Source: an optimization exercise on an open RTL-to-GDS flow (aim: small area, a short achievable clock period and few clock cycles). Production flows keep margins and buffers that such runs may drop.
At most, simulation tests tie the RTL to the original design; equivalence was not proved.
No functional check of the RTL was part of run 1.

`flow/config.mk`:
```
export PLATFORM = sky130hd
export DESIGN_NAME = calendar_date_stepper
export DESIGN_NICKNAME = calendar_date_stepper
export VERILOG_FILES = /design/flow/design.v
export SDC_FILE = /design/flow/constraint.sdc
export NUM_CORES = 4
export LEC_CHECK = 0
export ABC_AREA = 1
export CAP_MARGIN = 20
export CORE_MARGIN = 2
export CORE_UTILIZATION = 40
export SETUP_SLACK_MARGIN = 0.8
export SLEW_MARGIN = 20
```
`flow/constraint.sdc`:
```
create_clock -name core_clock -period 9.0 [get_ports {aclk}]
set_input_delay 1.8000 -clock core_clock [delete_from_list [all_inputs] [get_ports {aclk}]]
set_output_delay 1.8000 -clock core_clock [all_outputs]
set_load 0.01 [all_outputs]
```
`flow/design.v`:
```
package cds_pkg;
    localparam int DAY_W   = 5;
    localparam int MONTH_W = 4;
    localparam int YEAR_W  = 14;
    localparam int COUNT_W = 16;
    localparam int MASK_W  = 7;
    localparam int WD_W    = 3;
    localparam int DOY_W   = 9;
endpackage
module cds_mod7 (
    input  logic [15:0] x,
    output logic [2:0]  r
);
    logic [5:0] s1;
    logic [3:0] s2;
    logic [2:0] s3;
    assign s1 = 6'(x[2:0]) + 6'(x[5:3]) + 6'(x[8:6]) + 6'(x[11:9]) + 6'(x[14:12]) + 6'(x[15]);
    assign s2 = 4'(s1[2:0]) + 4'(s1[5:3]);
    assign s3 = s2[2:0] + 3'(s2[3]);
    assign r  = (s3 == 3'd7) ? 3'd0 : s3;
endmodule
module cds_month_len (
    input  logic       leap,
    input  logic [3:0] m,
    output logic [4:0] len
);
    always_comb begin
        case (m)
            4'd1, 4'd3, 4'd5, 4'd7, 4'd8, 4'd10, 4'd12: len = 5'd31;
            4'd4, 4'd6, 4'd9, 4'd11:                    len = 5'd30;
            4'd2:    len = leap ? 5'd29 : 5'd28;
            default: len = 5'd0;
        endcase
    end
endmodule
module cds_days_before (
    input  logic [3:0] m,
    output logic [8:0] days
);
    always_comb begin
        case (m)
            4'd2:    days = 9'd31;
            4'd3:    days = 9'd59;
            4'd4:    days = 9'd90;
            4'd5:    days = 9'd120;
            4'd6:    days = 9'd151;
            4'd7:    days = 9'd181;
            4'd8:    days = 9'd212;
            4'd9:    days = 9'd243;
            4'd10:   days = 9'd273;
            4'd11:   days = 9'd304;
            4'd12:   days = 9'd334;
            default: days = 9'd0;
        endcase
    end
endmodule
module cds_doy_split (
    input  logic [8:0] r,
    input  logic       leap,
    output logic [3:0] m,
    output logic [4:0] d
);
    logic       feb29;
    logic [8:0] rr;
    logic [8:0] cum;
    assign feb29 = leap && (r == 9'd59);
    assign rr    = (leap && (r > 9'd59)) ? r - 9'd1 : r;
    always_comb begin
        if (feb29)             m = 4'd2;
        else if (rr < 9'd31)   m = 4'd1;
        else if (rr < 9'd59)   m = 4'd2;
        else if (rr < 9'd90)   m = 4'd3;
        else if (rr < 9'd120)  m = 4'd4;
        else if (rr < 9'd151)  m = 4'd5;
        else if (rr < 9'd181)  m = 4'd6;
        else if (rr < 9'd212)  m = 4'd7;
        else if (rr < 9'd243)  m = 4'd8;
        else if (rr < 9'd273)  m = 4'd9;
        else if (rr < 9'd304)  m = 4'd10;
        else if (rr < 9'd334)  m = 4'd11;
        else                   m = 4'd12;
    end
    cds_days_before u_cum (.m(m), .days(cum));
    assign d = feb29 ? 5'd29 : rr[4:0] - cum[4:0] + 5'd1;
endmodule
module cds_div100 (
    input  logic [13:0] y,
    output logic [7:0]  q,
    output logic [6:0]  rem
);
    logic [13:0]       p41;
    logic [7:0]        qe;
    logic signed [8:0] r0;
    logic              neg, over;
    assign p41  = {6'b0, y[13:6]} + {1'b0, y[13:6], 5'b0} + {3'b0, y[13:6], 3'b0};
    assign qe   = p41[13:6];
    assign r0   = y[8:0] - {qe, 6'b0} - {qe, 5'b0} - {qe, 2'b0};
    assign neg  = r0[8];
    assign over = !neg && (r0 >= 9'sd100);
    logic [6:0] rp, rm;
    assign rp   = 7'(r0[6:0] + 7'd100);
    assign rm   = 7'(r0[6:0] - 7'd100);
    assign q    = qe + {{7{neg}}, neg || over};
    assign rem  = neg ? rp : over ? rm : r0[6:0];
endmodule
module cds_div3 #(
    parameter int W = 15
) (
    input  logic [W-1:0] x,
    output logic [W-1:0] q,
    output logic [1:0]   r
);
    logic [W:0] r1, r0;
    assign r1[W] = 1'b0;
    assign r0[W] = 1'b0;
    for (genvar i = W - 1; i >= 0; i--) begin : g_st
        assign q[i]  = r1[i+1] | (r0[i+1] & x[i]);
        assign r1[i] = (r0[i+1] & !x[i]) | (r1[i+1] & x[i]);
        assign r0[i] = (!r1[i+1] & !r0[i+1] & x[i]) | (r1[i+1] & !x[i]);
    end
    assign r = {r1[0], r0[0]};
endmodule
module cds_pass30 (
    input  logic       back,
    input  logic [3:0] from,
    input  logic [3:0] to,
    output logic       hit
);
    logic [12:0] sel;
    always_comb begin
        sel = '0;
        for (int k = 1; k <= 12; k++) begin
            if (!back) begin
                if (to >= from) sel[k] = (4'(k) > from) && (4'(k) <= to);
                else            sel[k] = (4'(k) > from) || (4'(k) <= to);
            end else begin
                if (to <= from) sel[k] = (4'(k) >= to) && (4'(k) < from);
                else            sel[k] = (4'(k) >= to) || (4'(k) < from);
            end
        end
        hit = sel[4] || sel[6] || sel[9] || sel[11];
    end
endmodule
module cds_ywd (
    input  logic [1:0] a,
    input  logic [6:0] b,
    output logic [3:0] w
);
    logic [4:0] s;
    logic [3:0] s1;
    logic [2:0] s7;
    logic [2:0] f5;
    assign s  = 5'(a) + 5'(b[6:2]) + 5'd1;
    assign s1 = 4'(s[2:0]) + 4'(s[4:3]);
    assign s7 = (s1 >= 4'd7) ? 3'(s1 - 4'd7) : s1[2:0];
    always_comb begin
        case (s7)
            3'd1:    f5 = 3'd5;
            3'd2:    f5 = 3'd3;
            3'd3:    f5 = 3'd1;
            3'd4:    f5 = 3'd6;
            3'd5:    f5 = 3'd4;
            3'd6:    f5 = 3'd2;
            default: f5 = 3'd0;
        endcase
    end
    assign w = 4'(f5) + 4'(b[1:0]) + 4'(b[1:0] != 2'd0) + 4'((b == 7'd0) && (a != 2'd0));
endmodule
import cds_pkg::*;
module calendar_date_stepper
#(
    parameter int unsigned MAX_YEAR = 9999
) (
    input  logic               aclk,
    input  logic               aresetn,
    input  logic               cfg_wr_en,
    input  logic [MASK_W-1:0]  cfg_wr_data,
    input  logic               s_valid,
    output logic               s_ready,
    input  logic [1:0]         s_req_type,
    input  logic               s_step_back,
    input  logic [COUNT_W-1:0] s_step_count,
    input  logic [DAY_W-1:0]   s_load_day,
    input  logic [MONTH_W-1:0] s_load_month,
    input  logic [YEAR_W-1:0]  s_load_year,
    output logic               m_valid,
    input  logic               m_ready,
    output logic [DAY_W-1:0]   m_out_day,
    output logic [MONTH_W-1:0] m_out_month,
    output logic [YEAR_W-1:0]  m_out_year,
    output logic [WD_W-1:0]    m_weekday,
    output logic [DOY_W-1:0]   m_day_of_year,
    output logic               m_is_leap,
    output logic [DAY_W-1:0]   m_month_length,
    output logic               m_date_valid,
    output logic               m_is_weekend,
    output logic               m_range_error
);
    localparam logic signed [15:0] MAXY = 16'(MAX_YEAR);
    typedef enum logic [3:0] {
        ST_IDLE = 4'd0,
        ST_D1   = 4'd1,
        ST_D2   = 4'd2,
        ST_L    = 4'd3,
        ST_M2   = 4'd4,
        ST_G    = 4'd5,
        ST_RW   = 4'd6,
        ST_A    = 4'd7
    } state_t;
    state_t st;
    logic [4:0]  o_day;
    logic [3:0]  o_month;
    logic [13:0] o_year;
    logic [2:0]  o_wd;
    logic [8:0]  o_doy;
    logic        o_leap;
    logic [4:0]  o_len;
    logic        o_valid;
    logic        o_wkend;
    logic        o_err;
    logic        mvalid;
    logic [8:0]  yc400;    
    logic [6:0]  mask;
    logic               rmon;     
    logic               rback;
    logic signed [9:0]  de;
    logic               wc;
    logic [2:0]         wdn;
    logic signed [15:0] wy;
    logic [3:0]         wm;
    logic [4:0]         wdd;
    logic               werr;
    logic [12:0]        wq;       
    logic [10:0]        wz;       
    logic signed [10:0] acc;
    logic signed [10:0] wx;
    logic [1:0]         wa;       
    logic [6:0]         wrem;
    logic [1:0]         nfc;
    assign acc  = wq[10:0];
    assign wx   = wz;
    assign wrem = wz[6:0];
    assign wa   = wz[8:7];
    assign nfc  = wz[10:9];
    logic               has30;
    logic               fl_e, fl_m, fl_p;
    logic outfree;
    assign outfree = !mvalid || m_ready;
    logic        last, done_now, pend;
    logic        cap, cap_now, cap_load;
    logic [1:0]  cq_type;
    logic        cq_back;
    logic [22:0] cq_x;        
    logic [15:0] cq_n;
    assign cq_n     = cq_x[15:0];
    assign last     = (st == ST_D2) || (st == ST_G) || (st == ST_RW) || ((st == ST_A) && (rpt_now || day_now || mon_now));
    assign done_now = (st == ST_IDLE) || (last && outfree);
    assign s_ready  = !pend && ((st == ST_IDLE) || last);
    assign cap      = s_valid && s_ready;
    assign cap_now  = cap && done_now;
    assign cap_load = cap_now && (s_req_type == 2'd0);
    logic        fit, is_day, is_mon, is_step, nz_cnt;
    logic        acc_step, rpt_now;
    logic        day_now, mon_now;
    logic [2:0]  nmod7;
    logic [3:0]  wsum;
    logic [2:0]  wdn_next;
    logic [10:0] acc_acc;
    logic [8:0]  acc_a;
    logic signed [17:0] acc_b;
    assign fit     = o_valid && (o_year != 14'd0) && (o_year <= 14'(MAX_YEAR));
    assign is_day  = (cq_type == 2'd1);
    assign is_mon  = (cq_type == 2'd2);
    assign is_step = is_day || is_mon;
    assign nz_cnt  = (cq_n != 16'd0);
    assign acc_step = is_step && fit && nz_cnt;
    assign day_now  = is_day && acc_step && (cq_n < 16'd365);
    assign mon_now  = is_mon && acc_step && (cq_n < 16'd12);
    assign rpt_now  = !acc_step;
    cds_mod7 u_nmod7 (.x(cq_n), .r(nmod7));
    logic [2:0] nsel;
    assign nsel     = cq_back ? ~nmod7 : nmod7;
    assign wsum     = 4'(o_wd) + 4'(nsel);
    assign wdn_next = (wsum >= 4'd7) ? 3'(wsum + 4'd1) : wsum[2:0];
    logic [8:0] doy_m1;
    assign doy_m1 = o_doy - 9'd1;
    assign acc_a  = cq_back ? o_doy : doy_m1;
    assign acc_b  = cq_back ? ~{2'b00, cq_n} : {2'b00, cq_n};
    assign acc_acc = 11'(acc_a) + acc_b[10:0];
    logic signed [11:0] bx;
    logic [7:0]         ax45;
    logic signed [17:0] p45;
    logic signed [9:0]  de_next;
    logic signed [10:0] xe_next;
    assign bx      = acc_b[17:6];
    always_comb begin
        case (acc_a[8:6])
            3'd0:    ax45 = 8'd0;
            3'd1:    ax45 = 8'd45;
            3'd2:    ax45 = 8'd90;
            3'd3:    ax45 = 8'd135;
            3'd4:    ax45 = 8'd180;
            default: ax45 = 8'd225;
        endcase
    end
    assign p45     = (18'(bx) <<< 5) + (18'(bx) <<< 3) + (18'(bx) <<< 2) + 18'(bx) + 18'(ax45);
    assign de_next = 10'(p45 >>> 8);
    assign xe_next = 11'(yc400) + 11'(de_next);
    logic [13:0] n3q;
    logic [1:0]  n3r;
    logic [3:0]  mterm;
    logic [4:0]  mt;
    logic        mcar;
    logic [3:0]  mr;
    cds_div3 #(.W(14)) u_div3 (.x(cq_n[15:2]), .q(n3q), .r(n3r));
    assign mterm = cq_back ? 4'd12 - o_month : o_month - 4'd1;
    assign mt    = 5'({n3r, cq_n[1:0]}) + 5'(mterm);
    assign mcar  = (mt >= 5'd12);
    assign mr    = mcar ? 4'(mt - 5'd12) : mt[3:0];
    logic       small_d, small_m;
    logic       s_lm, s_lp;
    logic [1:0] s_a;
    logic [6:0] s_b;
    assign small_d = (cq_n < 16'd365);
    assign small_m = (cq_n < 16'd12);
    assign s_lm    = (yc400[1:0] == 2'd1) && (yc400 != 9'd101) && (yc400 != 9'd201) && (yc400 != 9'd301);
    assign s_lp    = (yc400[1:0] == 2'd3) && (yc400 != 9'd99) && (yc400 != 9'd199) && (yc400 != 9'd299);
    always_comb begin
        if (yc400 >= 9'd300)      begin s_a = 2'd3; s_b = 7'(yc400 - 9'd300); end
        else if (yc400 >= 9'd200) begin s_a = 2'd2; s_b = 7'(yc400 - 9'd200); end
        else if (yc400 >= 9'd100) begin s_a = 2'd1; s_b = 7'(yc400 - 9'd100); end
        else                      begin s_a = 2'd0; s_b = 7'(yc400);          end
    end
    logic [4:0]  mts;
    logic        mcs, sm_hi, sm_lo;
    logic [3:0]  mrs, mcm;
    logic [15:0] ysm;
    logic [1:0]  asm_;
    logic [6:0]  bsm;
    assign mts   = 5'(cq_n[3:0]) + 5'(mterm);
    assign mcs   = (mts >= 5'd12);
    assign mrs   = mcs ? 4'(mts - 5'd12) : mts[3:0];
    assign sm_hi = !cq_back && mcs && (o_year == 14'(MAX_YEAR));
    assign sm_lo = cq_back && mcs && (o_year == 14'd1);
    assign mcm   = sm_hi ? 4'd12 : sm_lo ? 4'd1 : (cq_back ? 4'd12 - mrs : mrs + 4'd1);
    always_comb begin
        ysm  = 16'(o_year);
        asm_ = s_a;
        bsm  = s_b;
        if (mcs && !sm_hi && !sm_lo) begin
            if (!cq_back) begin
                ysm = 16'(o_year) + 16'd1;
                if (s_b == 7'd99) begin bsm = 7'd0; asm_ = s_a + 2'd1; end
                else              bsm = s_b + 7'd1;
            end else begin
                ysm = 16'(o_year) - 16'd1;
                if (s_b == 7'd0) begin bsm = 7'd99; asm_ = s_a - 2'd1; end
                else             bsm = s_b - 7'd1;
            end
        end
    end
    logic signed [10:0] t4, t4s, d4, pd;
    logic [2:0]         cnt;
    logic [2:0]         kx;
    logic [10:0]        dy365;
    logic signed [10:0] r0;
    logic               e_lp, e_lm, e_lpp;
    assign t4     = 11'(yc400[1:0]) + 11'(de) + 11'sd3;
    assign t4s    = t4 >>> 2;
    assign d4     = t4s - 11'(yc400[1:0] != 2'd0);
    assign cnt    = 3'(wx > -11'sd100) + 3'(wx > 11'sd0) + 3'(wx > 11'sd100) + 3'(wx > 11'sd200)
                    + 3'(wx > 11'sd300) + 3'(wx > 11'sd400) + 3'(wx > 11'sd500);
    assign kx     = 3'(yc400 > 9'd0) + 3'(yc400 > 9'd100) + 3'(yc400 > 9'd200) + 3'(yc400 > 9'd300);
    assign pd     = d4 - 11'(cnt) + 11'(kx) + 11'(wx > 11'sd0) + 11'(wx > 11'sd400)
                    - 11'(yc400 != 9'd0) + 11'sd1;
    assign dy365  = (11'(de) << 8) + (11'(de) << 6) + (11'(de) << 5) + (11'(de) << 3)
                    + (11'(de) << 2) + 11'(de);
    assign r0     = acc[10:0] - dy365 - pd;
    assign e_lp   = (wx[1:0] == 2'd0) && (wx != -11'sd100) && (wx != 11'sd100) && (wx != 11'sd200)
                    && (wx != 11'sd300) && (wx != 11'sd500);
    assign e_lm   = (wx[1:0] == 2'd1) && (wx != -11'sd99) && (wx != 11'sd101) && (wx != 11'sd201)
                    && (wx != 11'sd301) && (wx != 11'sd501);
    assign e_lpp  = (wx[1:0] == 2'd3) && (wx != -11'sd101) && (wx != 11'sd99) && (wx != 11'sd199)
                    && (wx != 11'sd299) && (wx != 11'sd499);
    logic               rneg, rover;
    logic [9:0]         rfix;
    logic signed [15:0] yfin;
    logic signed [10:0] xfin;
    logic [8:0]         ycfin;
    logic               lfin;
    logic [3:0]         dc_m;
    logic [4:0]         dc_d;
    logic [4:0]         dc_len;
    logic               dc_hi, dc_lo;
    logic               d2a;
    logic               rneg_r, rover_r, rneg_a, rover_a;
    logic               fe, fm, fp;
    logic signed [15:0] wy_in;
    logic signed [10:0] wx_in;
    logic [2:0]         wdn_in;
    logic [9:0]         radd, rfix_r, rfix_a;
    logic [10:0]        t_lo, t_hi;
    assign d2a     = (st == ST_A);
    assign rneg_r  = acc[10];
    assign rover_r = !rneg_r && (fl_e ? (acc[9:0] >= 10'd366) : (acc[9:0] >= 10'd365));
    always_comb begin
        if (rneg_r)       radd = fl_m ? 10'd366 : 10'd365;
        else if (rover_r) radd = fl_e ? -10'd366 : -10'd365;
        else              radd = 10'd0;
    end
    assign rfix_r  = acc[9:0] + radd;
    assign rneg_a  = acc_acc[10];
    assign rover_a = !rneg_a && (o_leap ? (acc_acc[9:0] >= 10'd366) : (acc_acc[9:0] >= 10'd365));
    assign t_lo    = 11'(acc_a) + acc_b[10:0] + (s_lm ? 11'd366 : 11'd365);
    assign t_hi    = 11'(acc_a) + acc_b[10:0] - (o_leap ? 11'd366 : 11'd365);
    assign rfix_a  = rneg_a ? t_lo[9:0] : rover_a ? t_hi[9:0] : acc_acc[9:0];
    assign rneg    = d2a ? rneg_a : rneg_r;
    assign rover   = d2a ? rover_a : rover_r;
    assign rfix    = d2a ? rfix_a : rfix_r;
    assign fe      = d2a ? o_leap : fl_e;
    assign fm      = d2a ? s_lm : fl_m;
    assign fp      = d2a ? s_lp : fl_p;
    assign wy_in   = d2a ? 16'(o_year) : wy;
    assign wx_in   = d2a ? 11'(yc400) : wx;
    assign wdn_in  = d2a ? wdn_next : wdn;
    assign yfin  = wy_in + {{15{rneg}}, rneg || rover};
    assign xfin  = wx_in + {{10{rneg}}, rneg || rover};
    assign ycfin = 9'(xfin + ((xfin < 11'sd0) ? 11'sd400 : (xfin >= 11'sd400) ? -11'sd400 : 11'sd0));
    assign lfin  = rneg ? fm : rover ? fp : fe;
    cds_doy_split u_split (.r(rfix[8:0]), .leap(lfin), .m(dc_m), .d(dc_d));
    cds_month_len u_dclen (.leap(lfin), .m(dc_m), .len(dc_len));
    assign dc_hi = (yfin > MAXY);
    assign dc_lo = (yfin < 16'sd1);
    logic signed [15:0] ymv;
    logic               f_hi, f_lo;
    logic [13:0]        yc;
    logic [3:0]         mc;
    logic [1:0]         dys;
    logic signed [3:0]  nf;
    logic               h30;
    logic [13:0]        fy;
    logic [1:0]         fq;
    logic [6:0]         frem;
    assign ymv  = 16'(o_year) + (rback ? ~{3'b0, wq} : {3'b0, wq}) + 16'(rback ? !wc : wc);
    assign f_hi = !rback && (ymv > MAXY);
    assign f_lo = rback && (ymv < 16'sd1);
    assign yc   = f_hi ? 14'(MAX_YEAR) : f_lo ? 14'd1 : ymv[13:0];
    assign mc   = f_hi ? 4'd12 : f_lo ? 4'd1 : wm;
    always_comb begin
        if (f_hi)                 dys = (o_year >= 14'd9997) ? 2'(2'd3 - o_year[1:0]) : 2'd3;
        else if (f_lo)            dys = (o_year <= 14'd3) ? 2'(o_year - 14'd1) : 2'd3;
        else if ((wq >= 13'd3) || ((wq == 13'd2) && wc)) dys = 2'd3;
        else                      dys = wq[1:0] + 2'(wc);
    end
    logic       n_back;
    logic [3:0] n_to;
    logic [1:0] n_dys;
    assign n_back = (st == ST_A) ? cq_back : rback;
    assign n_to   = (st == ST_A) ? mcm : mc;
    assign n_dys  = (st == ST_A) ? 2'((mcs && !sm_hi && !sm_lo)) : dys;
    always_comb begin
        if (!n_back) nf = 4'(n_dys) - 4'(n_to == 4'd1) + 4'(o_month == 4'd1);
        else         nf = 4'(n_dys) - 4'(o_month < 4'd3) + 4'(n_to < 4'd3);
    end
    cds_pass30 u_p30 (.back(n_back), .from(o_month), .to(n_to), .hit(h30));
    assign fy = (st == ST_M2) ? ymv[13:0] : (st == ST_L) ? cq_x[22:9] : s_load_year;
    cds_div100 u_div100 (.y(fy), .q(fq), .rem(frem));
    logic               g1;
    logic signed [15:0] gy;
    logic [3:0]         gm;
    logic [4:0]         gdd;
    logic [1:0]         ga;
    logic [6:0]         grem;
    logic [1:0]         gnfc;
    logic               gh30, gmon, gback, gerr;
    assign g1    = (st == ST_A);
    assign gy    = g1 ? ysm : wy;
    assign gm    = g1 ? mcm : wm;
    assign gdd   = g1 ? o_day : wdd;
    assign ga    = g1 ? asm_ : wa;
    assign grem  = g1 ? bsm : wrem;
    assign gnfc  = g1 ? ((nf >= 4'sd2) ? 2'd2 : (nf == 4'sd1) ? 2'd1 : 2'd0) : nfc;
    assign gh30  = g1 ? h30 : has30;
    assign gmon  = g1 ? 1'b1 : rmon;
    assign gback = g1 ? cq_back : rback;
    assign gerr  = g1 ? (sm_hi || sm_lo) : werr;
    logic        g_lp, g_lm, g_lpp, g_feb;
    logic [4:0]  g_l, g_d, g_len;
    logic        g_valid;
    logic [8:0]  g_cum, g_doy;
    logic [2:0]  g_wd;
    logic [8:0]  g_yc400;
    assign g_lp  = (gy[1:0] == 2'd0) && ((grem != 7'd0)  || (ga == 2'd0));
    assign g_lm  = (gy[1:0] == 2'd1) && ((grem != 7'd1)  || (ga == 2'd0));
    assign g_lpp = (gy[1:0] == 2'd3) && ((grem != 7'd99) || (ga == 2'd3));
    assign g_feb = !gback ? ((gm >= 4'd2) ? g_lp : g_lm) : ((gm <= 4'd2) ? g_lp : g_lpp);
    always_comb begin
        if (!gmon)             g_l = 5'd31;
        else if (gnfc == 2'd2)  g_l = 5'd28;
        else if (gnfc == 2'd1)  g_l = g_feb ? 5'd29 : 5'd28;
        else if (gh30)        g_l = 5'd30;
        else                   g_l = 5'd31;
    end
    assign g_d = (gdd < g_l) ? gdd : g_l;
    cds_month_len   u_glen (.leap(g_lp), .m(gm), .len(g_len));
    cds_days_before u_gcum (.m(gm), .days(g_cum));
    assign g_valid = (g_len != 5'd0) && (g_d != 5'd0) && (g_d <= g_len);
    assign g_doy   = g_cum + 9'(g_lp && (gm > 4'd2)) + 9'(g_d);
    logic [1:0]  g_a4;
    assign g_a4    = ga;
    logic [3:0] g_ym;
    logic [2:0] g_cm;
    cds_ywd u_ywd (.a(ga), .b(grem), .w(g_ym));
    always_comb begin
        case (gm)
            4'd2, 4'd3, 4'd11: g_cm = 3'd3;
            4'd4, 4'd7:        g_cm = 3'd6;
            4'd5:              g_cm = 3'd1;
            4'd6:              g_cm = 3'd4;
            4'd8:              g_cm = 3'd2;
            4'd9, 4'd12:       g_cm = 3'd5;
            default:           g_cm = 3'd0;
        endcase
    end
    logic [2:0] g_dm;
    logic [4:0] g_ws;
    logic [3:0] g_w1;
    always_comb begin
        case (g_d)
            5'd7, 5'd14, 5'd21, 5'd28:  g_dm = 3'd0;
            5'd1, 5'd8, 5'd15, 5'd22, 5'd29: g_dm = 3'd1;
            5'd2, 5'd9, 5'd16, 5'd23, 5'd30: g_dm = 3'd2;
            5'd3, 5'd10, 5'd17, 5'd24, 5'd31: g_dm = 3'd3;
            5'd4, 5'd11, 5'd18, 5'd25: g_dm = 3'd4;
            5'd5, 5'd12, 5'd19, 5'd26: g_dm = 3'd5;
            5'd6, 5'd13, 5'd20, 5'd27: g_dm = 3'd6;
            default: g_dm = 3'd0;
        endcase
    end
    assign g_ws = 5'(g_ym) + 5'(g_cm) + 5'(g_lp && (gm > 4'd2)) + 5'(g_dm);
    assign g_w1 = 4'(g_ws[2:0]) + 4'(g_ws[4:3]);
    assign g_wd = (g_w1 >= 4'd7) ? 3'(g_w1 - 4'd7) : g_w1[2:0];
    always_comb begin
        case (g_a4)
            2'd0:    g_yc400 = 9'(grem);
            2'd1:    g_yc400 = 9'd100 + 9'(grem);
            2'd2:    g_yc400 = 9'd200 + 9'(grem);
            default: g_yc400 = 9'd300 + 9'(grem);
        endcase
    end
    logic commit_d, commit_g, commit_r;
    assign commit_r = (((st == ST_A) && rpt_now) || (st == ST_RW)) && outfree;
    assign commit_d = ((st == ST_D2) || ((st == ST_A) && day_now)) && outfree;
    assign commit_g = ((st == ST_G) || ((st == ST_A) && mon_now)) && outfree;
    always_ff @(posedge aclk) begin
        if (!aresetn) begin
            st      <= ST_IDLE;
            pend    <= 1'b0;
            mvalid  <= 1'b0;
            mask    <= 7'd96;
            o_day   <= 5'd1;
            o_month <= 4'd1;
            o_year  <= 14'd2000;
            o_wd    <= 3'd6;
            o_doy   <= 9'd1;
            o_leap  <= 1'b1;
            o_len   <= 5'd31;
            o_valid <= 1'b1;
            o_wkend <= 1'b1;
            o_err   <= 1'b0;
            yc400   <= 9'd0;
        end else begin
            if (cfg_wr_en) mask <= cfg_wr_data;
            if (commit_r || commit_d || commit_g) mvalid <= 1'b1;
            else if (m_ready)                     mvalid <= 1'b0;
            unique case (st)
                ST_IDLE: if (cap) st <= cap_load ? ST_G : ST_A;
                ST_A: begin
                    if (day_now)       st <= !outfree ? ST_D2 : cap ? (cap_load ? ST_G : ST_A) : ST_IDLE;
                    else if (mon_now)  st <= !outfree ? ST_G : cap ? (cap_load ? ST_G : ST_A) : ST_IDLE;
                    else if (acc_step) st <= is_day ? ST_D1 : ST_M2;
                    else if (outfree)  st <= cap ? (cap_load ? ST_G : ST_A) : ST_IDLE;
                    else               st <= ST_RW;
                end
                ST_D1:   st <= ST_D2;
                ST_M2:   st <= ST_G;
                ST_L:    st <= ST_G;
                ST_D2, ST_G, ST_RW: begin
                    if (outfree) begin
                        if (cap)       st <= cap_load ? ST_G : ST_A;
                        else if (pend) st <= (cq_type == 2'd0) ? ST_L : ST_A;
                        else           st <= ST_IDLE;
                    end
                end
                default: st <= ST_IDLE;
            endcase
            if (cap && !done_now) pend <= 1'b1;
            else if (done_now)    pend <= 1'b0;
            if (commit_r) begin
                o_err   <= (st == ST_RW) ? werr : (is_step && !fit);
                o_wkend <= o_valid && mask[o_wd];
            end
            if (commit_d) begin
                o_valid <= 1'b1;
                if (dc_hi) begin
                    o_day <= 5'd31; o_month <= 4'd12; o_year <= 14'(MAX_YEAR);
                    o_wd <= 3'd5; o_doy <= 9'd365; o_leap <= 1'b0; o_len <= 5'd31;
                    o_wkend <= mask[5]; o_err <= 1'b1; yc400 <= 9'd399;
                end else if (dc_lo) begin
                    o_day <= 5'd1; o_month <= 4'd1; o_year <= 14'd1;
                    o_wd <= 3'd1; o_doy <= 9'd1; o_leap <= 1'b0; o_len <= 5'd31;
                    o_wkend <= mask[1]; o_err <= 1'b1; yc400 <= 9'd1;
                end else begin
                    o_day <= dc_d; o_month <= dc_m; o_year <= yfin[13:0];
                    o_wd <= wdn_in; o_doy <= rfix[8:0] + 9'd1; o_leap <= lfin; o_len <= dc_len;
                    o_wkend <= mask[wdn_in]; o_err <= 1'b0; yc400 <= ycfin;
                end
            end
            if (commit_g) begin
                o_day   <= g_d;
                o_month <= gm;
                o_year  <= gy[13:0];
                o_wd    <= g_valid ? g_wd : 3'd0;
                o_doy   <= g_valid ? g_doy : 9'd0;
                o_leap  <= g_lp;
                o_len   <= g_len;
                o_valid <= g_valid;
                o_wkend <= g_valid && mask[g_wd];
                o_err   <= gerr;
                yc400   <= g_yc400;
            end
        end
    end
    always_ff @(posedge aclk) begin
        if (cap) begin
            cq_type <= s_req_type;
            cq_back <= s_step_back;
            cq_x    <= (s_req_type == 2'd0) ? {s_load_year, s_load_month, s_load_day}
                                            : 23'(s_step_count);
        end
        unique case (st)
            ST_L: begin
                wdd  <= cq_x[4:0];
                wm   <= cq_x[8:5];
                wy   <= 16'(cq_x[22:9]);
                wz   <= {2'd0, fq, frem};
                werr <= 1'b0;
                rmon <= 1'b0;
            end
            ST_A: begin
                rback <= cq_back;
                rmon  <= is_mon;
                de    <= de_next;
                fl_e  <= o_leap;
                fl_m  <= s_lm;
                fl_p  <= s_lp;
                has30 <= h30;
                wc    <= mcar;
                wdn   <= wdn_next;
                werr  <= (is_step && !fit) || (is_mon && (sm_hi || sm_lo));
                wq    <= is_day ? 13'(acc_acc) : n3q[12:0];
                if (is_day) wz <= small_d ? 11'(yc400) : xe_next;
                else        wz <= {(nf >= 4'sd2) ? 2'd2 : (nf == 4'sd1) ? 2'd1 : 2'd0, asm_, bsm};
                wdd <= o_day;
                wm  <= small_m ? mcm : (cq_back ? 4'd12 - mr : mr + 4'd1);
                wy  <= (is_mon && small_m) ? ysm : 16'(o_year);
            end
            ST_D1: begin
                wq   <= 13'(r0);
                wy   <= 16'(o_year) + 16'(de);
                fl_e <= e_lp;
                fl_m <= e_lm;
                fl_p <= e_lpp;
            end
            ST_M2: begin
                wy    <= 16'(yc);
                wm    <= mc;
                werr  <= f_hi || f_lo;
                wz    <= {(nf >= 4'sd2) ? 2'd2 : (nf == 4'sd1) ? 2'd1 : 2'd0,
                          f_hi ? 2'd3 : f_lo ? 2'd0 : fq,
                          f_hi ? 7'd99 : f_lo ? 7'd1 : frem};
                has30 <= h30;
            end
            default: ;
        endcase
        if (cap_load) begin
            wdd  <= s_load_day;
            wm   <= s_load_month;
            wy   <= 16'(s_load_year);
            wz   <= {2'd0, fq, frem};
            werr <= 1'b0;
            rmon <= 1'b0;
        end
    end
    assign m_valid        = mvalid;
    assign m_out_day      = o_day;
    assign m_out_month    = o_month;
    assign m_out_year     = o_year;
    assign m_weekday      = o_wd;
    assign m_day_of_year  = o_doy;
    assign m_is_leap      = o_leap;
    assign m_month_length = o_len;
    assign m_date_valid   = o_valid;
    assign m_is_weekend   = o_wkend;
    assign m_range_error  = o_err;
endmodule
```
`flow/run.sh`:
```
#!/bin/bash
# synth_recipe.tcl (not shown) runs the flow's synth.tcl, then flattens the netlist and writes it again
# the make line also repeats each setting of config.mk as NAME=value (left out here)
make -C /OpenROAD-flow-scripts/flow DESIGN_CONFIG=/design/flow/config.mk WORK_HOME=/design/flow/orfs CLKGATE_MAP_FILE= SYNTH_SCRIPT=/design/flow/synth_recipe.tcl finish
```
==> results.cfg, run 1 <==
[route]
wl_per_cell_um = 20.6
drtPass1Iterations = 6
wl_um = 107000
route.vias.total = 28400
final_antenna_net_count = 0
drt_iter0_drc = 2608
viasPerCell = 5.49
drc = 0

[timing]
tightest_slew_ns = 1.00
final-hold-violation-count = 0
fmax_mhz = 96.7
whs_ns = 0.469
slew_headroom_pct = 32.9
rsz0062_at_grt = yes
period_needed_ns = 10.35
fin_tns_setup_ns = -4.74
min_period_over_period_pct = 115
fin_skew_ns = 0.0224
slew_violations = 0
worst_slack_ns = -1.35
finalSetupViolations = 4

[yosys]
yosys-top-cells-count = 779 x nand2_1, 634 x inv_1, 318 x ha_1
syn-num-nets = 4332
ys.flop_type = edfxtp_1
synth_area_leaders = ha_1 15%, nand2_1 11%, edfxtp_1 9.8%
ys_ff_latch = 159
async_flop_share_pct = 0
synth_top_area_cell = ha_1
synth_area_um2 = 26300
ys_seq_area_share_pct = 15.4
ys_warn_count = 7
synth_cell_types = 77
yosysMostFrequentCell = nand2_1
synth.avg_cell_area_um2 = 6.82
synth_edf_count = 86
yosysTopAreaCellShare_pct = 15.1
syn_inst = 3851

[critical_path]
crit_arrival_ns = 10.71
critPathRequiredTime_ns = 9.37
crit_family = adder cells
cp-end-kind = register
critPathSlowestCell = fa_1
startpoint_type = register
critical_path_class = register to register
crit_path_max_fanout = 6
crit_path_max_incr_delay_ns = 0.55
cp.buffers_inverters = 12

[clocking]
clock-sinks = 159
clk_pin_slew_worst_paths_ns = 0.08
clk_latency_ns = 0.52
numCtsBuffers = 17
root_buffer = clkbuf_16
postCtsHoldBufs = 0
clockBufferDepth = 2
htreeDepth = 4
cts_tree = done

[status]
outcome = finished with violations
violatedChecks = negative setup slack

[placed_design]
io_buffer_count = 99
dpl_cell_area_um2 = 30800
place.gp.congestion = 0.993
dpl.hpwl_um = 85600
pre_cts_ws_ns = -1.56

[grt]
grt_pass1_vias = 26700
antenna_found_initial = 2
grt_pass1_wl_um = 160000
grt_max_degree = 50
grt_overflow_total = 0
grt_util_all_layers_pct = 31.2

[worst_hold_path]
hold_path_class = register to register

[cells_and_area]
nNetsFinal = 4796
stdcell_area_um2 = 33100
fillers = 6566
antenna_cells = 0
drive_gt1_share_pct = 19.0
area_growth_pct = 25.8

[run]
maxCapViolCount = 0

[die]
rows = 93
die_w_um = 260
die_h_um = 260
die-area_um2 = 67700
core_area_um2 = 64700
ios = 100
start_util_pct = 40.6
## timing repair
action,4_1_cts,5_1_grt
buffers inserted,39,41
gates resized for setup,108,168
endpoints found under the setup margin,47,58
pin swaps,51,88
## worst register-to-register path, delay by kind of cell, from the launching register on
family,cells,cell delay (ns)
fa+ha+maj,13,3.95
simple gates,32,3.11
compound gates,9,1.10
buf+inv,12,0.97
xor+xnor,4,0.62
flops,1,0.43
## final cells by class
class	instances	area, µm²	share of cell area [%]
Timing Repair Buffer	542	4390	13.3
Inverter	670	2550	7.71
Multi-Input combinational cell	2925	20400	61.7
Tap cell	855	1070	3.24
Clock buffer	17	425	1.29
Clock inverter	15	190	0.575
Sequential cell	159	4050	12.2
## per-layer routing
metal | track usage, % | routed length (µm)
met1 | 42.6 | 46400
met2 | 49.4 | 47000
met3 | 4.77 | 8470
met4 | 12.4 | 4560
met5 | 0 | 0
## flip-flops by register name, indices dropped and copies added, names as in the netlist, 4 cells and up
signal / flops
wdd: 5
cq_x: 23
wq: 13
o_day: 5
mask: 7
yc400: 9
o_month: 4
de: 10
o_doy: 9
wz: 11
wm: 4
wy: 16
o_year: 14
## logic make-up (layout without fill, tap and decap cells)
logic type	count (synthesis)	after routing	synth area share, %
xor+xnor	213	213	7.13
compound gates	809	809	18.6
buf+inv	767	1244	11.1
fa+ha+maj	427	427	23.5
simple gates	1473	1473	24.2
flops	159	159	15.4
mux	3	3	0.119
## placed cells by master, fill, tap and decap left out, types with 20 or more instances in the layout
cell	netlist	layout
clkdlybuf4s50_1	0	98
a21oi_1	205	191
or2_2	23	20
nor3_1	53	48
nand2_2	29	69
nand3_1	189	176
o211ai_1	42	42
nor2_1	300	277
inv_2	24	47
nand2_1	779	730
fa_1	109	103
o22ai_1	23	22
inv_1	634	602
o21ai_1	25	37
nand4_1	36	36
xor2_1	165	153
ha_1	318	296
nor2_2	9	20
o221ai_1	26	22
edfxtp_1	86	86
dfxtp_1	73	72
a31oi_1	37	34
o21ai_0	289	265
xnor2_1	47	40
buf_4	4	428
## stage by stage
stage	std cells	util, %
3_3_place_gp	5071	47.6
5_1_grt	5183	51.1
3_5_place_dp	5071	47.6
6_report	5183	51.1
2_1_floorplan	3851	-
4_1_cts	5142	49.6
## final timing paths
path,end,startpoint,cells past startpoint,slack (ns)
setup / recovery,o_wkend$_SDFFE_PN1P_,wq[0]$_DFFE_PP_,70,-1.35
hold / removal,o_err$_SDFFE_PN0P_,o_err$_SDFFE_PN0P_,2,0.47
setup reg to reg,o_wkend$_SDFFE_PN1P_,wq[0]$_DFFE_PP_,70,-1.35
hold reg to reg,o_err$_SDFFE_PN0P_,o_err$_SDFFE_PN0P_,2,0.47
==> run 2, diff against run 1 <==
--- a/flow/design.v
+++ b/flow/design.v
@@ -455,14 +455,23 @@
     logic       n_back;
     logic [3:0] n_to;
     logic [1:0] n_dys;
-    assign n_back = (st == ST_A) ? cq_back : rback;
-    assign n_to   = (st == ST_A) ? mcm : mc;
-    assign n_dys  = (st == ST_A) ? 2'((mcs && !sm_hi && !sm_lo)) : dys;
+    assign n_back = rback;
+    assign n_to   = mc;
+    assign n_dys  = dys;
     always_comb begin
         if (!n_back) nf = 4'(n_dys) - 4'(n_to == 4'd1) + 4'(o_month == 4'd1);
         else         nf = 4'(n_dys) - 4'(o_month < 4'd3) + 4'(n_to < 4'd3);
     end
     cds_pass30 u_p30 (.back(n_back), .from(o_month), .to(n_to), .hit(h30));
+    logic signed [3:0] nf_a;
+    logic              h30_a;
+    logic [1:0]        dys_a;
+    assign dys_a = 2'(mcs && !sm_hi && !sm_lo);
+    always_comb begin
+        if (!cq_back) nf_a = 4'(dys_a) - 4'(mcm == 4'd1) + 4'(o_month == 4'd1);
+        else          nf_a = 4'(dys_a) - 4'(o_month < 4'd3) + 4'(mcm < 4'd3);
+    end
+    cds_pass30 u_p30a (.back(cq_back), .from(o_month), .to(mcm), .hit(h30_a));
     assign fy = (st == ST_M2) ? ymv[13:0] : (st == ST_L) ? cq_x[22:9] : s_load_year;
     cds_div100 u_div100 (.y(fy), .q(fq), .rem(frem));
     logic               g1;
@@ -479,8 +488,8 @@
     assign gdd   = g1 ? o_day : wdd;
     assign ga    = g1 ? asm_ : wa;
     assign grem  = g1 ? bsm : wrem;
-    assign gnfc  = g1 ? ((nf >= 4'sd2) ? 2'd2 : (nf == 4'sd1) ? 2'd1 : 2'd0) : nfc;
-    assign gh30  = g1 ? h30 : has30;
+    assign gnfc  = g1 ? ((nf_a >= 4'sd2) ? 2'd2 : (nf_a == 4'sd1) ? 2'd1 : 2'd0) : nfc;
+    assign gh30  = g1 ? h30_a : has30;
     assign gmon  = g1 ? 1'b1 : rmon;
     assign gback = g1 ? cq_back : rback;
     assign gerr  = g1 ? (sm_hi || sm_lo) : werr;
@@ -654,13 +663,13 @@
                 fl_e  <= o_leap;
                 fl_m  <= s_lm;
                 fl_p  <= s_lp;
-                has30 <= h30;
+                has30 <= h30_a;
                 wc    <= mcar;
                 wdn   <= wdn_next;
                 werr  <= (is_step && !fit) || (is_mon && (sm_hi || sm_lo));
                 wq    <= is_day ? 13'(acc_acc) : n3q[12:0];
                 if (is_day) wz <= small_d ? 11'(yc400) : xe_next;
-                else        wz <= {(nf >= 4'sd2) ? 2'd2 : (nf == 4'sd1) ? 2'd1 : 2'd0, asm_, bsm};
+                else        wz <= {(nf_a >= 4'sd2) ? 2'd2 : (nf_a == 4'sd1) ? 2'd1 : 2'd0, asm_, bsm};
                 wdd <= o_day;
                 wm  <= small_m ? mcm : (cq_back ? 4'd12 - mr : mr + 4'd1);
                 wy  <= (is_mon && small_m) ? ysm : 16'(o_year);
--- a/flow/config.mk
+++ b/flow/config.mk
@@ -9,5 +9,5 @@
 export CAP_MARGIN = 20
 export CORE_MARGIN = 2
 export CORE_UTILIZATION = 40
-export SETUP_SLACK_MARGIN = 0.8
+export SETUP_SLACK_MARGIN = 1.5
 export SLEW_MARGIN = 20
==> run 2 against run 1 <==
Against the previous run:
- the layout still fails its checks (negative setup slack)
- hold slack improved by 0.021 ns
- register-to-register slack improved by 0.77 ns
- critical endpoint unchanged
- clock skew fell by 0.0056 ns
==> results.cfg, run 2 <==
[cells_and_area]
mostFrequentLayoutCell = nand2_1
area_growth_pct = 28.9
regMostFlops = cq_x
top_regs = cq_x (23), wy (16), o_year (14)
register_area_um2 = 4060
layout.cells.non_filler = 5277
largest_register_ff_count = 23
antenna_cells = 0
nNetsFinal = 4892
mostFrequentLayoutCells = 738 x nand2_1, 616 x inv_1, 318 x buf_4
fillers = 6505
multiInputGateArea_um2 = 21500
drive_gt1_share_pct = 21.2

[timing]
slew_headroom_pct = 28.3
tightest_slew_ns = 1.07
fin_skew_ns = 0.0168
worst_slack_ns = -0.574
period_needed_ns = 9.57
finalSetupViolations = 7
final-hold-violation-count = 0
rsz0062_at_grt = yes
slew_violations = 0
fmax_mhz = 104
min_period_over_period_pct = 106

[yosys]
ys_seq_area_share_pct = 15.1
yosysMostFrequentCell = nand2_1
synth_cell_types = 80
ys_ff_latch = 159
ys.flop_type = edfxtp_1
synth_edf_count = 86
ys_warn_count = 7
yosysTopAreaCellShare_pct = 15.3
async_flop_share_pct = 0
synth_area_um2 = 26800
synth_top_area_cell = ha_1
yosys-top-cells-count = 788 x nand2_1, 659 x inv_1, 329 x ha_1
synth.avg_cell_area_um2 = 6.80
syn-num-nets = 4440
synth_area_leaders = ha_1 15%, nand2_1 11%, edfxtp_1 9.6%
syn_inst = 3948

[route]
drc = 0
final_antenna_net_count = 0
wl_per_cell_um = 21.4
wl_um = 113000
drtPass1Iterations = 6
drt_iter0_drc = 2895
viasPerCell = 5.58
route.vias.total = 29400

[critical_path]
timing.rr.end = o_wkend$_SDFFE_PN1P_
startpoint = cq_back$_DFFE_PP_
ff2ff_setup_slack_ns = -0.57
critPathRequiredTime_ns = 9.45
critPathSlowestCell = fa_2
endpoint = o_wkend$_SDFFE_PN1P_
critical_path_class = register to register
crit_path_max_incr_delay_ns = 0.57
crit_arrival_ns = 10.03
crit_path_max_fanout = 6
reg2regPathDepth = 57
startpoint_type = register
worstReg2RegStart = cq_back$_DFFE_PP_
cp-end-kind = register

[clocking]
htreeDepth = 4
cts_tree = done
root_buffer = clkbuf_16
clock-sinks = 159
clk_latency_ns = 0.52
numCtsBuffers = 17
postCtsHoldBufs = 0
clockBufferDepth = 2
clk_pin_slew_worst_paths_ns = 0.08

[status]
violatedChecks = negative setup slack
outcome = finished with violations

[die]
core_area_um2 = 66100
die_w_um = 263
ios = 100
die_h_um = 263
die-area_um2 = 69200
start_util_pct = 40.6
rows = 94

[placed_design]
place.gp.congestion = 1.01
io_buffer_count = 99
pre_cts_ws_ns = -0.922
dpl.hpwl_um = 86300
place_inst = 5052

[run]
maxCapViolCount = 0

[grt]
grt_max_degree = 97
grt_pass1_vias = 27800
grt_overflow_total = 0
grt_pass1_wl_um = 166000
antenna_found_initial = 3
grt_util_all_layers_pct = 31.5

[worst_hold_path]
hold_path_class = register to register
==> run 2: per-stage QoR <==
| stage | TNS (ns) | instance area, µm² | hold WS, ns | util (%) |
|---|---|---|---|---|
| CTS | -1.79 | 33200 | 0.489 | 50.2 |
| global route | -5.14 | 34600 | 0.529 | 52.3 |
| global placement | -2.46 | 30600 | 0.469 | 46.3 |
| floorplan | -3.12 | 27200 | 0.463 | - |
| finish | -2.02 | 34600 | 0.490 | 52.3 |
| detailed placement | -2.99 | 30600 | 0.466 | 46.3 |
==> run 2: per-layer routing <==
layer	up-vias	wire length, µm	global-route usage (%)
li1	13900	-	-
met1	13800	48100	42.5
met2	1418	49800	49.8
met3	294	9520	4.94
met4	2	5660	13.3
met5	-	16	0
==> run 2: logic make-up after synthesis <==
family	count (synthesis)	synth area share, %
AOI/OAI and AO/OA	824	18.5
xor gates and xnor gates	207	6.88
adders and majority gates	439	23.5
buffers and inverters	793	11.4
DFF	159	15.1
muxes	3	0.112
and+or+nand+nor	1523	24.6
==> run 2: worst min path at each step <==
stage | startpoint | to | cells after the start
3_5_place_dp | o_len[0]$_SDFFE_PN1P_ | o_len[0]$_SDFFE_PN1P_ | 2
4_1_cts | o_len[0]$_SDFFE_PN1P_ | o_len[0]$_SDFFE_PN1P_ | 2
3_3_place_gp | o_len[0]$_SDFFE_PN1P_ | o_len[0]$_SDFFE_PN1P_ | 2
6_report | o_len[0]$_SDFFE_PN1P_ | o_len[0]$_SDFFE_PN1P_ | 2
2_1_floorplan | wdn[2]$_DFF_P_ | wdn[2]$_DFF_P_ | 2
5_1_grt | o_len[0]$_SDFFE_PN1P_ | o_len[0]$_SDFFE_PN1P_ | 2
==> run 2: worst max-delay path: cells and delay by family (launching register included) <==
kind	cells	cell delay (ns)
fa+ha+maj	13	4.06
compound gates	10	1.34
buf+inv	16	1.36
simple gates	14	1.47
flops	1	0.54
xor+xnor	4	0.72
==> run 2: timing repair <==
item / in CTS / in global routing
setup endpoints to repair: 67 / 68
resized for setup: 217 / 275
endpoints found under the hold margin: 0 / 0
buffers inserted: 146 / 41
gates cloned: 5 / 1
pin swaps: 109 / 111
==> run 2: layout make-up <==
| type | count | share of cell area (%) |
|---|---|---|
| repair buffers | 528 | 13.8 |
| well taps | 864 | 3.12 |
| clock buffers | 19 | 1.34 |
| multi-input cells | 2999 | 62.0 |
| clock inverters | 13 | 0.329 |
| flip-flops and latches | 159 | 11.7 |
| inverters | 695 | 7.67 |
Testbench counts of run 2, summed over its fixed seeds: cycles 1,568.
==> run 3, diff against run 2 <==
--- a/flow/config.mk
+++ b/flow/config.mk
@@ -9,5 +9,5 @@
 export CAP_MARGIN = 20
 export CORE_MARGIN = 2
 export CORE_UTILIZATION = 40
-export SETUP_SLACK_MARGIN = 1.5
+export SETUP_SLACK_MARGIN = 0.8
 export SLEW_MARGIN = 20
==> run 3 against run 2 <==
Against the previous run:
- the layout still fails its checks (negative setup slack)
- first-iteration DRC count fell by 5.8%
- clock skew decreased by 0.0042 ns
- via count shrank 3.9%
- global-route usage is 1.1 points lower
- largest cell class unchanged
- wire length down 6.4%
- setup slack lost 0.0038 ns
- non-clock buffer count down 117
- flip-flop and latch count stayed put
- register-to-register slack barely moved
- die area unchanged
- synthesized cell count unchanged
==> results.cfg, run 3 <==
[clocking]
cts_tree = done
root_buffer = clkbuf_16
clockBufferDepth = 2
clock-sinks = 159
numCtsBuffers = 17
htreeDepth = 4
clk_pin_slew_worst_paths_ns = 0.08
clk_latency_ns = 0.52

[yosys]
yosysTopAreaCellShare_pct = 15.3
async_flop_share_pct = 0
syn-num-nets = 4440
synth_area_um2 = 26800
synth.avg_cell_area_um2 = 6.80
ys_ff_latch = 159
yosys-top-cells-count = 788 x nand2_1, 659 x inv_1, 329 x ha_1
yosysMostFrequentCell = nand2_1
ys.flop_type = edfxtp_1
syn_inst = 3948
synth_cell_types = 80
ys_warn_count = 7
synth_edf_count = 86
synth_top_area_cell = ha_1
ys_seq_area_share_pct = 15.1
synth_area_leaders = ha_1 15%, nand2_1 11%, edfxtp_1 9.6%

[timing]
final-hold-violation-count = 0
fin_tns_setup_ns = -1.68
fmax_mhz = 104
worst_slack_ns = -0.577
rsz0062_at_grt = yes
tightest_slew_ns = 1.09
slew_violations = 0
finalSetupViolations = 4
min_period_over_period_pct = 106
period_needed_ns = 9.58
fin_skew_ns = 0.0126
slew_headroom_pct = 26.6

[die]
ios = 100
core_area_um2 = 66100
die-area_um2 = 69200
rows = 94
start_util_pct = 40.6
die_w_um = 263
die_h_um = 263

[placed_design]
pre_cts_ws_ns = -0.817
dpl_cell_area_um2 = 30500
place.gp.congestion = 1.01
io_buffer_count = 99
dpl.hpwl_um = 85600

[critical_path]
crit_arrival_ns = 10.04
critical_path_class = register to register
critPathSlowestCell = fa_1
critPathRequiredTime_ns = 9.46
startpoint_type = register
crit_path_max_fanout = 6
cp-end-kind = register
crit_family = adder cells
crit_path_max_incr_delay_ns = 0.58
cp.buffers_inverters = 16
crit_top_cell = inv_2

[grt]
grt_pass1_vias = 27100
grt_pass1_wl_um = 161000
antenna_found_initial = 0
grt_max_degree = 54
grt_util_all_layers_pct = 30.4
grt_overflow_total = 0

[route]
route.vias.total = 28300
drtPass1Iterations = 6
wl_um = 106000
wl_per_cell_um = 20.5
final_antenna_net_count = 0
drc = 0
drt_iter0_drc = 2726
viasPerCell = 5.48

[cells_and_area]
area_growth_pct = 20.6
largest_register_ff_count = 23
stdcell_area_um2 = 32400
mostFrequentLayoutCells = 759 x nand2_1, 634 x inv_1, 307 x ha_1
drive_gt1_share_pct = 15.7
antenna_cells = 0
mostFrequentLayoutCell = nand2_1
fillers = 6807
nNetsFinal = 4772
top_regs = cq_x (23), wy (16), o_year (14)
utilization_pct = 49.0
regMostFlops = cq_x

[status]
outcome = finished with violations
violatedChecks = negative setup slack

[run]
maxCapViolCount = 0

[worst_hold_path]
hold_path_class = register to register
run 3: routing by layer:
| metal | up-vias | wire (µm) | GRT usage, % |
|---|---|---|---|
| met2 | 1134 | 46200 | 47.6 |
| met3 | 222 | 8560 | 5.72 |
| met5 | - | 0 | 0 |
| met4 | 0 | 4700 | 13.2 |
| li1 | 13700 | - | - |
| met1 | 13200 | 46500 | 40.6 |
run 3: metrics by stage:
stage,hold slack (ns),instances
finish,0.482,5157
global route,0.513,5157
CTS,0.486,5140
detailed placement,0.463,5055
global placement,0.470,5055
floorplan,0.463,3948
run 3: timing repair:
item / in CTS / in global routing
hold buffers: 0 / 0
pin swaps: 50 / 37
resized for setup: 95 / 107
buffers inserted: 53 / 17
endpoints found under the setup margin: 32 / 65
run 3: tightest hold or removal path, delay by kind of cell (launching register included):
family | cells | cell delay (ns)
and+or+nand+nor | 2 | 0.13
DFF | 1 | 0.33
run 3: final timing paths:
| path | startpoint | cells past startpoint | slack, ns | to |
|---|---|---|---|---|
| worst max-delay path | o_month[0]$_SDFFE_PN1P_ | 64 | -0.58 | o_wkend$_SDFFE_PN1P_ |
| worst min-delay path | o_len[0]$_SDFFE_PN1P_ | 2 | 0.48 | o_len[0]$_SDFFE_PN1P_ |
| worst max register to register | o_month[0]$_SDFFE_PN1P_ | 64 | -0.58 | o_wkend$_SDFFE_PN1P_ |
| worst min register to register | o_len[0]$_SDFFE_PN1P_ | 2 | 0.48 | o_len[0]$_SDFFE_PN1P_ |
run 3: final cells by class:
class | count | area [µm²] | area share, %
clock inverter | 14 | 196 | 0.607
timing repair buffer | 411 | 3380 | 10.4
sequential | 159 | 4050 | 12.5
multi-input combinational | 2996 | 20600 | 63.7
inverter | 695 | 2630 | 8.11
tap | 864 | 1080 | 3.34
clock buffer | 18 | 429 | 1.33
run 3: cell families (layout without fill, tap and decap cells):
| group | count (synthesis) | in the layout | synth area share, % |
|---|---|---|---|
| AO/OA/AOI/OAI | 824 | 824 | 18.5 |
| XOR/XNOR | 207 | 207 | 6.88 |
| multiplexers | 3 | 3 | 0.112 |
| flip-flops | 159 | 159 | 15.1 |
| buffers and inverters | 793 | 1138 | 11.4 |
| adder cells (fa/ha/maj) | 439 | 439 | 23.5 |
| AND/OR/NAND/NOR | 1523 | 1523 | 24.6 |
==> run 4, diff against run 3 <==
--- a/flow/design.v
+++ b/flow/design.v
@@ -532,10 +532,11 @@
         endcase
     end
     logic [2:0] g_dm;
-    logic [4:0] g_ws;
-    logic [3:0] g_w1;
+    logic [4:0] g_base;
+    logic [5:0] g_s0;
+    logic [2:0] g_c0, g_c28, g_c29, g_c30;
     always_comb begin
-        case (g_d)
+        case (gdd)
             5'd7, 5'd14, 5'd21, 5'd28:  g_dm = 3'd0;
             5'd1, 5'd8, 5'd15, 5'd22, 5'd29: g_dm = 3'd1;
             5'd2, 5'd9, 5'd16, 5'd23, 5'd30: g_dm = 3'd2;
@@ -546,9 +547,18 @@
             default: g_dm = 3'd0;
         endcase
     end
-    assign g_ws = 5'(g_ym) + 5'(g_cm) + 5'(g_lp && (gm > 4'd2)) + 5'(g_dm);
-    assign g_w1 = 4'(g_ws[2:0]) + 4'(g_ws[4:3]);
-    assign g_wd = (g_w1 >= 4'd7) ? 3'(g_w1 - 4'd7) : g_w1[2:0];
+    assign g_base = 5'(g_ym) + 5'(g_cm) + 5'(g_lp && (gm > 4'd2));
+    assign g_s0   = 6'(g_base) + 6'(g_dm);
+    cds_mod7 u_wd0  (.x(16'(g_s0)), .r(g_c0));
+    cds_mod7 u_wd28 (.x(16'(g_base)), .r(g_c28));
+    cds_mod7 u_wd29 (.x(16'(g_base) + 16'd1), .r(g_c29));
+    cds_mod7 u_wd30 (.x(16'(g_base) + 16'd2), .r(g_c30));
+    always_comb begin
+        if (gdd <= g_l)          g_wd = g_c0;
+        else if (g_l == 5'd28)   g_wd = g_c28;
+        else if (g_l == 5'd29)   g_wd = g_c29;
+        else                     g_wd = g_c30;
+    end
     always_comb begin
         case (g_a4)
             2'd0:    g_yc400 = 9'(grem);
==> run 4 against run 3 <==
Against the previous run:
- still fails the layout checks on negative setup slack
- non-clock buffer count up 105
- register-to-register slack lost 0.29 ns
- setup slack got worse by 0.29 ns
- utilization rose by 2.0 points
- wire length increased by 8.6%
- cell count is 7.4% higher
- hold slack improved by 0.021 ns
==> results.cfg, run 4 <==
[placed_design]
place.gp.congestion = 1.01
io_buffer_count = 99
pre_cts_ws_ns = -0.944
dpl.hpwl_um = 92000
place_inst = 5383

[cells_and_area]
largest_register_ff_count = 23
nNetsFinal = 5121
layout.cells.non_filler = 5538
top_regs = cq_x (23), wy (16), o_year (14)
area_growth_pct = 25.6
utilization_pct = 51.0
mostFrequentLayoutCell = nand2_1
antenna_cells = 0
mostFrequentLayoutCells = 806 x nand2_1, 652 x inv_1, 397 x buf_4
drive_gt1_share_pct = 18.7
fillers = 6985
regMostFlops = cq_x

[critical_path]
critPathSlowestCell = fa_2
crit_path_max_fanout = 6
startpoint = cq_back$_DFFE_PP_
crit_path_max_incr_delay_ns = 0.59
worstReg2RegStart = cq_back$_DFFE_PP_
startpoint_type = register
cp-end-kind = register
ff2ff_setup_slack_ns = -0.87
critPathRequiredTime_ns = 9.39
crit_arrival_ns = 10.26
critical_path_class = register to register

[clocking]
cts_tree = done
clock-sinks = 159
clk_latency_ns = 0.51
root_buffer = clkbuf_16
htreeDepth = 4
clk_pin_slew_worst_paths_ns = 0.07
clockBufferDepth = 2
numCtsBuffers = 17

[yosys]
syn-num-nets = 4697
async_flop_share_pct = 0
yosys-top-cells-count = 865 x nand2_1, 697 x inv_1, 366 x ha_1
ys.flop_type = edfxtp_1
synth_edf_count = 86
yosysTopAreaCellShare_pct = 16.4
syn_inst = 4170
synth_area_leaders = ha_1 16%, nand2_1 12%, inv_1 9.4%
yosysMostFrequentCell = nand2_1
synth_cell_types = 69
ys_warn_count = 7
ys_ff_latch = 159
synth_top_area_cell = ha_1
synth_area_um2 = 27900
ys_seq_area_share_pct = 14.5
synth.avg_cell_area_um2 = 6.70

[route]
drt_iter0_drc = 2858
drtPass1Iterations = 6
final_antenna_net_count = 0
viasPerCell = 5.48
drc = 0
route.vias.total = 30400
wl_um = 115000
wl_per_cell_um = 20.8

[grt]
grt_overflow_total = 0
grt_pass1_wl_um = 168000
grt_pass1_vias = 28200
antenna_found_initial = 5
grt_util_all_layers_pct = 31.1
grt_max_degree = 61

[worst_hold_path]
hold_start = o_err$_SDFFE_PN0P_
hold_path_class = register to register

[timing]
finalSetupViolations = 4
final-hold-violation-count = 0
fin_skew_ns = 0.0156
rsz0062_at_grt = yes
fin_tns_setup_ns = -3.26
worst_slack_ns = -0.868
min_period_over_period_pct = 110
slew_headroom_pct = 40.7
fmax_mhz = 101
tightest_slew_ns = 0.880
slew_violations = 0
period_needed_ns = 9.87

[die]
ios = 100
die_w_um = 268
start_util_pct = 40.6
core_area_um2 = 68800
die_h_um = 268
rows = 96
die-area_um2 = 71900

[status]
violatedChecks = negative setup slack
outcome = finished with violations

[run]
maxCapViolCount = 0
[run 4: cell count changes in the layout (fill, tap and decap cells not counted), moves of 15 or more]
cell and change:
buf_4 +96, nor2_1 +15, inv_1 +18, ha_1 +27
o21ai_0 +16, nand3_1 +22, ha_4 +15, nand2_1 +47
[run 4: stage by stage]
step	cell area (µm²)	hold slack [ns]
2_1_floorplan	28200	0.454
3_3_place_gp	32000	0.482
3_5_place_dp	32000	0.482
4_1_cts	33000	0.493
5_1_grt	35100	0.506
6_report	35100	0.503
[run 4: worst max-delay path: cells and delay by family (launching register included)]
kind	cells	cell delay (ns)
xor+xnor	6	0.98
compound gates	5	0.82
simple gates	22	1.98
fa+ha+maj	15	4.69
flops	1	0.41
buf+inv	10	0.83
[run 4: kinds of logic (layout without fill, tap and decap cells)]
kind of cell | after synthesis | count (layout) | synth area share, %
buffers and inverters | 826 | 1263 | 11.4
XOR/XNOR | 218 | 218 | 6.92
flip-flops | 159 | 159 | 14.5
multiplexers | 1 | 1 | 0.0358
adder cells (fa/ha/maj) | 474 | 474 | 24.1
AO/OA/AOI/OAI | 824 | 824 | 17.5
AND/OR/NAND/NOR | 1668 | 1668 | 25.6
[run 4: timing repair]
action,CTS,global route
gates resized for setup,69,320
buffers inserted,26,96
hold buffers,0,0
gates cloned,0,1
pin swaps,36,180
setup endpoints to repair,26,44
[run 4: worst paths after layout]
check | endpoint | cells after the start
min | o_err$_SDFFE_PN0P_ | 2
max reg2reg | o_wkend$_SDFFE_PN1P_ | 58
min reg2reg | o_err$_SDFFE_PN0P_ | 2
max | o_wkend$_SDFFE_PN1P_ | 58
[run 4: metal layers]
layer  vias to the layer above  track usage, %  share of wire (%)
met1                     14200            41.5                 43
met5                         -               0              0.020
li1                      14600               -                  -
met3                       255            4.77                8.1
met2                      1314            50.2                 45
met4                         4            12.3                4.3
[run 4: cell type report]
class	count	area [µm²]	share of cell area, %
multi-input cells	3185	22300	63.6
repair buffers	516	4260	12.2
inverters	715	2730	7.78
flip-flops and latches	159	4060	11.6
well taps	931	1160	3.32
clock buffers	18	429	1.22
clock inverters	14	134	0.382
Testbench counts of run 4, summed over its fixed seeds: cycles 1,568.
==> run 5, diff against run 4 <==
--- a/flow/config.mk
+++ b/flow/config.mk
@@ -9,5 +9,5 @@
 export CAP_MARGIN = 20
 export CORE_MARGIN = 2
 export CORE_UTILIZATION = 40
-export SETUP_SLACK_MARGIN = 0.8
+export SETUP_SLACK_MARGIN = 1.3
 export SLEW_MARGIN = 20
==> run 5 against run 4 <==
Against the previous run:
- still fails the layout checks on negative setup slack
- clock skew up 0.0043 ns
- global-route usage grew 0.29 points
- sequential share of layout area shrank 0.28 points
==> results.cfg, run 5 <==
[yosys]
yosysMostFrequentCell = nand2_1
yosys-top-cells-count = 865 x nand2_1, 697 x inv_1, 366 x ha_1
syn-num-nets = 4697
syn_inst = 4170
synth_top_area_cell = ha_1
synth_edf_count = 86
ys.flop_type = edfxtp_1
ys_warn_count = 7
ys_seq_area_share_pct = 14.5
yosysTopAreaCellShare_pct = 16.4
synth_area_leaders = ha_1 16%, nand2_1 12%, inv_1 9.4%
synth.avg_cell_area_um2 = 6.70
async_flop_share_pct = 0
synth_area_um2 = 27900
synth_cell_types = 69
ys_ff_latch = 159

[die]
die-area_um2 = 71900
die_w_um = 268
rows = 96
die_h_um = 268
ios = 100
start_util_pct = 40.6
core_area_um2 = 68800

[placed_design]
io_buffer_count = 99
place.gp.congestion = 0.993
place_inst = 5375
dpl.hpwl_um = 91600
dpl_cell_area_um2 = 32000

[cells_and_area]
layout.cells.non_filler = 5574
largest_register_ff_count = 23
nNetsFinal = 5157
area_growth_pct = 28.7
mostFrequentLayoutCells = 774 x nand2_1, 646 x inv_1, 418 x buf_4
drive_gt1_share_pct = 21.6
top_regs = cq_x (23), wy (16), o_year (14)
utilization_pct = 52.2
stdcell_area_um2 = 35900
antenna_cells = 0
regMostFlops = cq_x
mostFrequentLayoutCell = nand2_1

[route]
drc = 0
drt_iter0_drc = 3062
wl_per_cell_um = 20.8
viasPerCell = 5.50
wl_met2_um = 52300
wl_met3_um = 8390
route.vias.total = 30700
drtPass1Iterations = 6
wl_met1_um = 49600
final_antenna_net_count = 0
top_layer_used = met5
wl_um = 116000

[timing]
period_needed_ns = 9.80
slew_headroom_pct = 42.0
final-hold-violation-count = 0
fin_tns_setup_ns = -2.96
rsz0062_at_grt = yes
tightest_slew_ns = 0.861
fin_skew_ns = 0.0199
fmax_mhz = 102
worst_slack_ns = -0.803
min_period_over_period_pct = 109
finalSetupViolations = 4
slew_violations = 0

[grt]
grt_overflow_total = 0
grt_util_all_layers_pct = 31.3
grt_pass1_wl_um = 170000
grt_max_degree = 54
grt_pass1_vias = 28300
antenna_found_initial = 4

[critical_path]
crit_arrival_ns = 10.19
cp-end-kind = register
cp.buffers_inverters = 9
critPathRequiredTime_ns = 9.39
startpoint_type = register
crit_path_max_incr_delay_ns = 0.61
critPathSlowestCell = fa_2
critical_path_class = register to register
crit_family = adder cells
crit_path_max_fanout = 5

[run]
maxCapViolCount = 0

[status]
outcome = finished with violations
violatedChecks = negative setup slack

[clocking]
clock-sinks = 159
root_buffer = clkbuf_16
clockBufferDepth = 2
postCtsHoldBufs = 0
cts_tree = done
clk_pin_slew_worst_paths_ns = 0.08
numCtsBuffers = 17
clk_latency_ns = 0.51
htreeDepth = 4

[worst_hold_path]
hold_path_class = register to register
run 5: cell counts after synthesis:
No cell type changed its count.
run 5: worst paths after layout:
| kind | from | endpoint | slack (ns) | cells past startpoint |
|---|---|---|---|---|
| max reg2reg | cq_back$_DFFE_PP_ | o_wkend$_SDFFE_PN1P_ | -0.80 | 57 |
| min | o_len[0]$_SDFFE_PN1P_ | o_len[0]$_SDFFE_PN1P_ | 0.48 | 2 |
| min reg2reg | o_len[0]$_SDFFE_PN1P_ | o_len[0]$_SDFFE_PN1P_ | 0.48 | 2 |
| max | cq_back$_DFFE_PP_ | o_wkend$_SDFFE_PN1P_ | -0.80 | 57 |
run 5: cell type report:
class	count	area [µm²]
Sequential cell	159	4060
Inverter	715	2730
Timing Repair Buffer	552	4570
Multi-Input combinational cell	3185	22900
Tap cell	931	1160
Fill cell	6831	32900
Clock buffer	18	429
Clock inverter	14	133
run 5: logic make-up after synthesis:
logic type | after synthesis | synth area share [%]
AND/OR/NAND/NOR | 1668 | 25.6
buffers and inverters | 826 | 11.4
AO/OA/AOI/OAI | 824 | 17.5
adder cells (fa/ha/maj) | 474 | 24.1
XOR/XNOR | 218 | 6.92
flip-flops | 159 | 14.5
multiplexers | 1 | 0.0358
run 5: stage by stage:
stage,setup WS (ns),hold WS [ns]
floorplan,-1.21,0.454
global placement,-0.812,0.466
detailed placement,-0.945,0.465
CTS,-0.560,0.481
global route,-1.33,0.503
finish,-0.803,0.480
run 5: worst register-to-register path: cells and delay by family, from the launching register on:
family,cells,cell delay (ns)
fa+ha+maj,14,4.37
simple gates,22,2.01
xor+xnor,7,1.25
compound gates,5,0.81
buf+inv,9,0.77
flops,1,0.48
run 5: what timing repair did:
action / 4_1_cts / 5_1_grt
cloned: 0 / 1
gates resized for setup: 185 / 344
endpoints found under the setup margin: 51 / 66
setup buffers: 87 / 79
pin swaps: 119 / 208
run 5: routing by layer:
| layer | GRT usage (%) | vias up |
|---|---|---|
| met5 | 0 | - |
| met4 | 12.9 | 4 |
| met3 | 4.55 | 259 |
| met2 | 50.7 | 1281 |
| met1 | 41.8 | 14400 |
| li1 | - | 14700 |

==> afterwards: timing with drivers on the ports <==
How much do the figures lean on ideal ports? The routed layouts below were timed once more, with nothing changed but the port constraints. Step 1 (the two cells are an assumption about what drives the block):
set clk [get_ports {aclk}]
set_driving_cell -lib_cell sky130_fd_sc_hd__clkbuf_16 $clk
set_driving_cell -lib_cell sky130_fd_sc_hd__buf_2 [delete_from_list [all_inputs] $clk]
Step 2 times the ports against the registers' clock, not the clock port: input delays grow and output delays shrink by t, the midpoint of the rising clock arrivals with the driver on. Slacks: no drivers / after step 1 / after step 2; pairs: no drivers / after step 1.
| run | t, ns | setup WS [ns] | hold WS [ns] | slew at the worst register clock pin (ns) |
|---|---|---|---|---|
| run 1 | 0.568 | -1.345 / -1.345 / -1.345 | 0.469 / 0.469 / 0.469 | 0.09 / 0.09 |
| run 2 | 0.577 | -0.574 / -0.574 / -0.574 | 0.490 / 0.490 / 0.490 | 0.08 / 0.08 |
| run 3 | 0.581 | -0.577 / -0.577 / -0.577 | 0.482 / 0.482 / 0.482 | 0.08 / 0.08 |
| run 4 | 0.562 | -0.868 / -0.868 / -0.868 | 0.503 / 0.503 / 0.503 | 0.08 / 0.08 |
| run 5 | 0.559 | -0.803 / -0.803 / -0.803 | 0.480 / 0.480 / 0.480 | 0.09 / 0.09 |
